Context: an optimization exercise on an open-source flow, tuned for small area, a short achievable clock period and few clock cycles. The choices shown serve that exercise and are no tape-out recipe.
At most, simulation tests tie the RTL to the original design; equivalence was not proved.
Power and IR drop assume default switching activity.

==> flow/design.v (excerpt) <==
module packet_header_decoder_crc32_top (
  input  logic                      clk_i,
  input  logic                      rst_ni,
  input  logic                      in_valid_i,
  output logic                      in_ready_o,
  input  logic [7:0]                data_byte_i,
  input  logic                      last_byte_i,
  output logic                      out_valid_o,
  input  logic                      out_ready_i,
  output logic [2:0]                status_o,
  output logic [1:0]                pkt_type_o,
  output logic                      truncated_o,
  output logic [phdc_pkg::WinW-1:0] window_o,
  output logic [phdc_pkg::LenW-1:0] payload_length_o,
  output logic [7:0]                seqnum_o,
  output logic [31:0]               timestamp_o,
  output logic [phdc_pkg::CrcW-1:0] header_crc_o,
  output logic [phdc_pkg::CrcW-1:0] payload_crc_o,
  output logic                      payload_crc_checked_o,
  input  logic                      cfg_valid_i,
  output logic                      cfg_ready_o,
  input  logic [0:0]                cfg_index_i,
  input  logic [phdc_pkg::LenW-1:0] cfg_data_i
);
  logic            in_valid_q;
  logic [7:0]      in_data_q;
  logic            in_last_q;
  logic            out_valid_q;
  phdc_pkg::res_t  res;
  logic [WinW-1:0] window_limit_q;
  logic [LenW-1:0] payload_limit_q;
  logic in_ready_q, out_valid_d;
  assign in_ready_o = in_ready_q;
  always_ff @(posedge clk_i or negedge rst_ni) begin
    if (!rst_ni) begin
      in_valid_q <= 1'b0;
      in_ready_q <= 1'b1;
    end else begin
      in_valid_q <= in_valid_i && in_ready_o;
  ...
Size in the first run: about 750 cells after synthesis, roughly 190 flip-flops, about 160 I/O pins.
Settings: LEC_CHECK=0, CAP_MARGIN=20, CORE_MARGIN=2, CORE_UTILIZATION=40, SETUP_SLACK_MARGIN=0.5, SLEW_MARGIN=20; clock period 11.0 ns.
standard.sh (not shown) runs the stock make flow with config.mk's settings and CLKGATE_MAP_FILE= SYNTH_SCRIPT=/design/flow/synth_recipe.tcl, a recipe that flattens the netlist after the stock synthesis.
==> flow/flow/run.sh <==
#!/bin/bash
# Standard ORFS layout (standard.sh, with the standard synthesis), except:
#  - the port buffers are made from the smallest buffer cell;
set -euo pipefail
MARGIN=$(cat flow/setup_margin.txt)
export BUFFER_PORTS_ARGS="-buffer_cell sky130_fd_sc_hd__buf_1"
sed -E "s/SETUP_SLACK_MARGIN=[^ ]+/SETUP_SLACK_MARGIN=${MARGIN}/" standard.sh > standard_margin.sh
bash standard.sh synth > synth_make.log 2>&1
bash standard_margin.sh > layout_make.log 2>&1
==> flow/flow/setup_margin.txt <==
7.6
Rerun with:
--- a/flow/design.v
+++ b/flow/design.v
@@ -52,68 +52,68 @@
       c = (c >> 1) ^ (CrcPoly & {CrcW{c[0]}});
     end
     crc_o = c;
   end
 endmodule
 import phdc_pkg::*;
 module phdc_parser (
   input  logic                      clk_i,
   input  logic                      rst_ni,
   input  logic                      step_i,
+  input  logic                      idle_i,
   input  logic [7:0]                data_i,
   input  logic                      last_i,
   input  logic [phdc_pkg::WinW-1:0] window_limit_i,
   input  logic [phdc_pkg::LenW-1:0] payload_limit_i,
   output phdc_pkg::res_t            res_o
 );
   localparam logic [1:0] PhHdr  = 2'd0;
   localparam logic [1:0] PhPay  = 2'd1;
   localparam logic [1:0] PhTail = 2'd2;
   localparam logic [1:0] PhPast = 2'd3;
   logic [1:0]      ph_q;
   logic [LenW-1:0] cnt_q;    
   logic [1:0]      bi_q;     
-  logic            ci_q;     
   logic            herr_q, perr_q;
   logic            l_q;
   logic [7:0]      b0_q, seq_q;
   logic [LenW-1:0] len_q;
   logic [31:0]     ts_q;
   logic [CrcW-1:0] hcrc_q;
   logic [CrcW-1:0] pc_q;     
   logic [2:0]      st_q;
   logic            chkd_q;
   logic            in_h, in_p, in_t;
   logic [3:0]      n;
   logic            p0, p1, p2l, pseq, pts, prx, pcrc, phc, hdr_last;
   logic [7:0]      dz, ref_b;
   logic            mism;
   logic [CrcW-1:0] crc_in, crc_upd;
   logic [7:0]      crc_data;
-  logic            crc_en, bi_en;
+  logic            crc_en, bi_en, pc_clr;
   logic            plast, len_nz, chk;
   assign in_h = (ph_q == PhHdr);
   assign in_p = (ph_q == PhPay);
   assign in_t = (ph_q == PhTail);
   assign n    = cnt_q[3:0];
   assign p0       = in_h && (n == 4'd1);
   assign p1       = in_h && (n == 4'd2);
   assign p2l      = in_h && (n == 4'd3) && l_q;
   assign pseq     = in_h && (l_q ? (n == 4'd4) : (n == 4'd3));
   assign pts      = in_h && (l_q ? (n >= 4'd5 && n <= 4'd8) : (n >= 4'd4 && n <= 4'd7));
   assign prx      = in_h && (l_q ? (n >= 4'd9) : (n >= 4'd8));
   assign pcrc     = in_h && (l_q ? (n <= 4'd8) : (n <= 4'd7));
   assign phc      = in_h && (l_q ? (n == 4'd8) : (n == 4'd7));
   assign hdr_last = prx && (bi_q == 2'd3);
   assign ref_b = pc_q[8*(3-bi_q) +: 8];
   assign mism  = (data_i != ref_b);
-  assign crc_in   = ci_q ? CrcInit : ~pc_q;
+  assign crc_in   = ~pc_q;
   assign crc_data = p0 ? (data_i & FirstByteCrcMask) : data_i;
   phdc_crc8 u_crc8 (
     .crc_i  (crc_in),
     .data_i (crc_data),
     .crc_o  (crc_upd)
   );
   assign crc_en = pcrc || in_p;
   assign bi_en  = pts || prx || in_t;
   assign plast  = (cnt_q == len_q);
   assign len_nz = (len_q != '0);
@@ -144,53 +144,54 @@
     else                      status = StOk;
   end
   logic checked;
   assign checked = chk && !(nohdr || inc_a || typ0 || winb || lenb || inc_b ||
                             herr_e || inc_c);
   always_ff @(posedge clk_i or negedge rst_ni) begin
     if (!rst_ni) begin
       ph_q  <= PhHdr;
       cnt_q <= 15'd1;
       bi_q  <= 2'd0;
-      ci_q  <= 1'b1;
     end else if (step_i) begin
       if (last_i) begin
         ph_q  <= PhHdr;
         cnt_q <= 15'd1;
         bi_q  <= 2'd0;
-        ci_q  <= 1'b1;
       end else begin
-        ci_q <= crc_en ? 1'b0 : (ci_q || hdr_last);
         if (bi_en) bi_q <= bi_q + 2'd1;
         if (hdr_last) begin
           cnt_q <= 15'd1;
         end else if (in_h || in_p) begin
           cnt_q <= cnt_q + 15'd1;
         end
         if (hdr_last) ph_q <= len_nz ? PhPay : PhPast;
         if (in_p && plast) ph_q <= chk ? PhTail : PhPast;
         if (in_t && bi_q == 2'd3) ph_q <= PhPast;
       end
     end
   end
+  assign pc_clr = (idle_i && in_h && n == 4'd1) ||
+                  (step_i && (hdr_last || (last_i && !checked)));
+  always_ff @(posedge clk_i) begin
+    if (pc_clr)                 pc_q <= '0;
+    else if (step_i && crc_en)  pc_q <= ~crc_upd;
+  end
   always_ff @(posedge clk_i) begin
     if (step_i) begin
       if (p0) b0_q <= data_i;
       if (p1) l_q <= data_i[7];
       if (p0 || p1) len_q[14:8] <= dz[7] ? dz[6:0] : 7'd0;
       if (p0 || p1 || p2l) len_q[7:0] <= (p1 && data_i[7]) ? 8'h00 : {dz[7] && !p1, dz[6:0]};
       if (p0 || pseq) seq_q <= dz;
       for (int b = 0; b < 4; b++) begin
         if (p0 || (pts && bi_q == 2'(b))) ts_q[8*b +: 8] <= dz;
       end
-      if (last_i && !checked) pc_q <= '0;
-      else if (crc_en)        pc_q <= ~crc_upd;
       if (p0 || phc) hcrc_q <= p0 ? 32'h0 : ~crc_upd;
       herr_q <= (!p0 && herr_q) || (prx && mism);
       perr_q <= (!p0 && perr_q) || (in_t && mism);
       if (last_i) begin
         st_q   <= status;
         chkd_q <= checked;
       end
     end
   end
   always_comb begin
@@ -263,20 +264,21 @@
         CfgWindowLimit:  window_limit_q  <= cfg_data_i[WinW-1:0];
         CfgPayloadLimit: payload_limit_q <= cfg_data_i;
         default: ;
       endcase
     end
   end
   phdc_parser u_parser (
     .clk_i           (clk_i),
     .rst_ni          (rst_ni),
     .step_i          (in_valid_q),
+    .idle_i          (!in_valid_q && !out_valid_q),
     .data_i          (in_data_q),
     .last_i          (in_last_q),
     .window_limit_i  (window_limit_q),
     .payload_limit_i (payload_limit_q),
     .res_o           (res)
   );
   assign out_valid_d = (in_valid_q && in_last_q) || (out_valid_q && !out_ready_i);
   always_ff @(posedge clk_i or negedge rst_ni) begin
     if (!rst_ni) begin
       out_valid_q <= 1'b0;
Result: The changed run produced a clean layout; total power went up by 3.0%; via count decreases by 1.5%; register-to-register slack gains 0.12 ns; final area goes down by 4.8%; count of clock-buffer cells in the layout is higher by 2; wire length fell by 5.5%; worst hold slack barely changes; synthesized area drops by 5.4%; flip-flop and latch count fell by 1; non-clock buffer count went down by 7; sequential share of layout area came out lower by 0.90 points; core utilization stays flat; synthesized cell count goes down by about 1.2%; die area fell by about 5%.
Testbench counts after the change, summed over its fixed seeds: cycles 160,438.
Function not checked in the first run of this note: the RTL went through the layout flow alone.

-- re-timing with driven ports --
No port has a modelled driver above. Below, the same layouts with a new extraction and two added sets of constraints. Step 1 sets driving cells, clkbuf_16 on the clock port and buf_2 on the other inputs (assumed; they add their load-dependent delay and slew). Step 2, shift: input delay + t, output delay - t, t = (earliest + latest rising clock arrival at the registers) / 2. This alone moves slack from input paths to output paths. Three values: ideal, step 1, step 2; two values: the first two.
| run | shift t [ns] | setup slack, ns | cell pins on the clock port's net |
|---|---|---|---|
| the first run | 0.471 | 7.665 / 7.619 / 7.690 | 1 |
| the second run | 0.469 | 7.654 / 7.611 / 7.684 | 1 |
After both steps setup and hold are still met in every run listed.
